Context: an optimization exercise on an open-source flow, tuned for small area, a short achievable clock period and few clock cycles per item. The choices shown serve that exercise and are no tape-out recipe. The RTL was checked by simulation tests, not by an equivalence proof against the original design. Power and IR drop assume default switching activity.

Design circle_mask_rect_generator_unit, start of the top module:
module circle_mask_rect_generator_unit (
  input  logic         clk,
  input  logic         rst_n,
  input  logic         in_valid,
  output logic         in_ready,
  input  logic [7:0]   in_row,
  output logic         out_valid,
  input  logic         out_ready,
  output logic [8:0]   out_x_left,
  output logic [7:0]   out_y_top,
  output logic [8:0]   out_x_right,
  output logic [7:0]   out_y_bottom,
  output logic         out_last_of_batch,
  input  logic         cfg_valid,
  output logic         cfg_ready,
  input  logic [1:0]   cfg_index,
  input  logic [13:0]  cfg_data
);
Size in the first run: about 3,200 cells after synthesis, roughly 310 flip-flops, roughly 67 I/O pins, roughly 0.023 mm^2 of cells after synthesis.
==> flow/config.mk <==
export PLATFORM = sky130hd
export DESIGN_NAME = circle_mask_rect_generator_unit
export DESIGN_NICKNAME = circle_mask_rect_generator_unit
export VERILOG_FILES = /design/flow/design.v
export SDC_FILE = /design/flow/constraint.sdc
export NUM_CORES = 4
export LEC_CHECK = 0
export ABC_AREA = 1
export CAP_MARGIN = 20
export CORE_MARGIN = 2
export CORE_UTILIZATION = 40
export SETUP_SLACK_MARGIN = 4.0
export SLEW_MARGIN = 20
==> flow/constraint.sdc <==
create_clock -name core_clock -period 8.0 [get_ports {clk}]
set_input_delay 1.6000 -clock core_clock [delete_from_list [all_inputs] [get_ports {clk}]]
set_output_delay 1.6000 -clock core_clock [all_outputs]
set_load 0.01 [all_outputs]
run.sh (not shown) runs the stock make flow with config.mk's settings and CLKGATE_MAP_FILE= SYNTH_SCRIPT=/design/flow/synth_recipe.tcl, a recipe that flattens the netlist after the stock synthesis.
Testbench counts at the start, summed over its fixed seeds: cycles 18,297, rows 11,528.
Then changed:
--- a/flow/config.mk
+++ b/flow/config.mk
@@ -12 +12 @@
-export SETUP_SLACK_MARGIN = 4.0
+export SETUP_SLACK_MARGIN = 3.25
Outcome:
- wire length is lower by 4.3%
- core utilization is lower by 3.4 points
- final area is lower by 6.9%
- die area stays the same
- register-to-register slack barely changes
- fmax is lower by 2.4%
Then changed:
--- a/flow/config.mk
+++ b/flow/config.mk
@@ -8 +7,0 @@
-export ABC_AREA = 1
@@ -12 +11 @@
-export SETUP_SLACK_MARGIN = 3.25
+export SETUP_SLACK_MARGIN = 3.5
=> Maximum frequency fell slightly. Non-clock buffer count rose by 43. Global-route usage rose by 0.60 points. Combinational power fell by about a fifth. Wire length rose by a few percent. Sequential cell count is unchanged. Worst hold slack is better by 0.046 ns. Design area rose by a few percent. Clock skew fell by 0.019 ns. Sequential share of layout area fell by 0.81 points. Power fell by a few percent.
Then changed:
--- a/flow/config.mk
+++ b/flow/config.mk
@@ -11 +11 @@
-export SETUP_SLACK_MARGIN = 3.5
+export SETUP_SLACK_MARGIN = 2.5
The new run passed the timing, DRC and antenna checks.
First-iteration DRC count is lower by 5.3%.
Global-route usage is lower by 0.72 points.
Worst hold slack gets worse by 0.015 ns.
Non-clock buffer count is lower by 61.
Worst setup slack gets worse by 0.43 ns.
Power is lower by 2.3%.
Final area is lower by 4.0%.
Cell count is lower by 1.7%.
Synthesized area stays the same.
Maximum frequency is lower by 8.2%.
Via count is lower by 1.7%.
Then changed:
--- a/flow/config.mk
+++ b/flow/config.mk
@@ -10,2 +10,2 @@
-export CORE_UTILIZATION = 40
-export SETUP_SLACK_MARGIN = 2.5
+export CORE_UTILIZATION = 55
+export SETUP_SLACK_MARGIN = 3.5
Result: Total power climbs by 1.5%. Worst setup slack gains 0.27 ns. Routed wire length rises by 4.9%. Maximum frequency came out higher by 5.3%. Sequential power barely changes. Via count climbs by 3.3%.
Then changed:
--- a/flow/config.mk
+++ b/flow/config.mk
@@ -8 +8,2 @@
-export CAP_MARGIN = 20
+export ABC_AREA = 1
+export CAP_MARGIN = 5
@@ -10 +11 @@
-export CORE_UTILIZATION = 55
+export CORE_UTILIZATION = 40
@@ -12 +13 @@
-export SLEW_MARGIN = 20
+export SLEW_MARGIN = 5
Cell count increases by 21%.
Worst hold slack hardly moves.
Clock skew rose by 0.013 ns.
Total power increases by about 9%.
Core utilization goes down by 18 points.

* * *

## run 1
circle_mask_rect_generator_unit again, from the RTL that the note above started with.
Settings: LEC_CHECK=0, CAP_MARGIN=20, CORE_MARGIN=2, CORE_UTILIZATION=40, CTS_CLUSTER_DIAMETER=100, CTS_CLUSTER_SIZE=40, SETUP_SLACK_MARGIN=3.5, SLEW_MARGIN=20; clock period 8.0 ns.
Run 1 finished every step from synthesis to the final layout, and the layout passed the timing, DRC and antenna checks.
Testbench counts of run 1, summed over its fixed seeds: cycles 18,297, rows 11,528.
Input-level comparison between run 2 and run 1:
- PLACE_DENSITY: unset -> 0.8
- CTS_CLUSTER_DIAMETER: 100 -> unset
- CTS_CLUSTER_SIZE: 40 -> unset
Going from run 1 to run 2, wire length decreased about 5%; met1 layer usage reported by global route decreased 4.2 points; global-route wire length before repair fell 5.3%.
In terms of total cell area at the placement stage, run 1 and run 2 differ only marginally.
Run 2 vs. run 1: met2 usage in global routing down 1.8 points, actual slew at the worst max-slew pin down 28 ps, logic gate share of total power down 3.0 points, worst hold slack down 64 ps.
Run 2 against run 1: switching share of total power went down 2.7 points; critical path data arrival time decreased by 40 ps relative to the old numbers.
### run 2 -> run 3
- PLACE_DENSITY removed (was 0.8)
- SETUP_SLACK_MARGIN changed from 3.5 to 3.0
- ABC_AREA newly set to 1
Results
Run 3 reached the end of the flow, and the finished layout is clean on the timing, DRC and antenna checks.
Run 3 vs run 2, switching share of power went up by 3.2 points.
Global-route usage is higher on run 3
For ratio of final minimum period to clock period, run 2 and run 3 come out practically identical.
Changes observed in run 3 relative to run 2: combinational group power higher; worst vdd rail ir drop lower; count of buffers added by post-CTS timing repair for setup lower; post-route non-filler standard cell count higher.
| first-pass GRT wire length | lower: run 2 |
--- input diff run 3..run 4 ---
- ABC_AREA: 1 -> unset
Notes after the runs:
Non-clock buffer count grows by more than 10% when moving from run 3 to run 4. From run 3 to run 4 the numbers moved as follows: clock skew shrank by 14 ps; wire length of the first global-routing pass grew by 1.0%; final critical path time including I/O delays and setup grew by 74 ps; cell count shrank by 12%. Between run 3 and run 4, the routing usage on met3 is higher for run 3. Overall routing resource usage of run 3 is on par with run 4. Power in combinational cells shrinks by more than a quarter when moving from run 3 to run 4. When the final numbers for run 3 and run 4 were put side by side, the fmax turned out to be greater in run 3. Compared with run 3, in run 4 die area shows an increase of 1.2%, final area shows an increase of 2.3%.
The following lists how run 5 was set up differently from run 4:
- SETUP_SLACK_MARGIN: 3.0 -> 4.0
Notes after the runs:
- Total wire length: run 5 > run 4
- Diff run 5 and run 4: area of the multi-input gates lower in run 4
- Compared with run 4, run 5 shows a higher switching power of the nets.
- [compare] base=run 4 new=run 5: area taken by flip-flops and latches went up, post-layout worst setup margin stayed essentially flat, post-CTS setup-driven buffer insertion count rose 270%.
- The run showing the smaller worst hold slack is run 5.
- From run 4 to run 5 the numbers moved as follows: post-detailed-placement cell area rose about 0.9%; part of the total power dissipated in the clock network fell 3.4 points; design area rose 1500 µm².

static timing again, ports no longer ideal:
Ports are ideal in the flow. The routed layouts listed here were re-timed in OpenROAD. Step 1: set_driving_cell puts a clkbuf_16 on clk and a buf_2 on each other input, an assumption about the parent block. Step 2 moves the port delays by t, midway between the first and last clock arrival at a register: inputs arrive t later, outputs are due t later. That takes back most of the time a late clock gives input paths. Three values: no drivers, after step 1, after step 2; two values: the first two.
run | t, ns | slack for setup (ns) | slew at the worst register clock pin (ns)
the first run of note 1 | 0.637 | 3.367 / 3.317 / 2.768 | 0.06 / 0.06
the second run of note 1 | 0.635 | 3.255 / 3.221 / 2.686 | 0.06 / 0.06
the third run of note 1 | 0.627 | 3.162 / 3.167 / 2.541 | 0.06 / 0.06
the fourth run of note 1 | 0.615 | 2.729 / 2.714 / 2.166 | 0.06 / 0.06
the fifth run of note 1 | 0.611 | 2.994 / 3.000 / 2.389 | 0.06 / 0.06
the sixth run of note 1 | 0.641 | 3.256 / 3.256 / 2.754 | 0.06 / 0.06
run 1 | 0.608 | 3.133 / 3.133 / 2.600 | 0.12 / 0.12
run 2 | 0.603 | 3.166 / 3.162 / 2.558 | 0.06 / 0.06
run 3 | 0.635 | 3.159 / 3.122 / 2.564 | 0.06 / 0.06
run 4 | 0.612 | 3.086 / 3.065 / 2.480 | 0.07 / 0.07
run 5 | 0.615 | 3.088 / 3.092 / 2.478 | 0.06 / 0.06
After both steps every run listed still meets setup and hold. For the third run of note 1, which loses most, drivers alone change the setup slack by +0.005 ns; drivers and shift together by -0.621 ns.
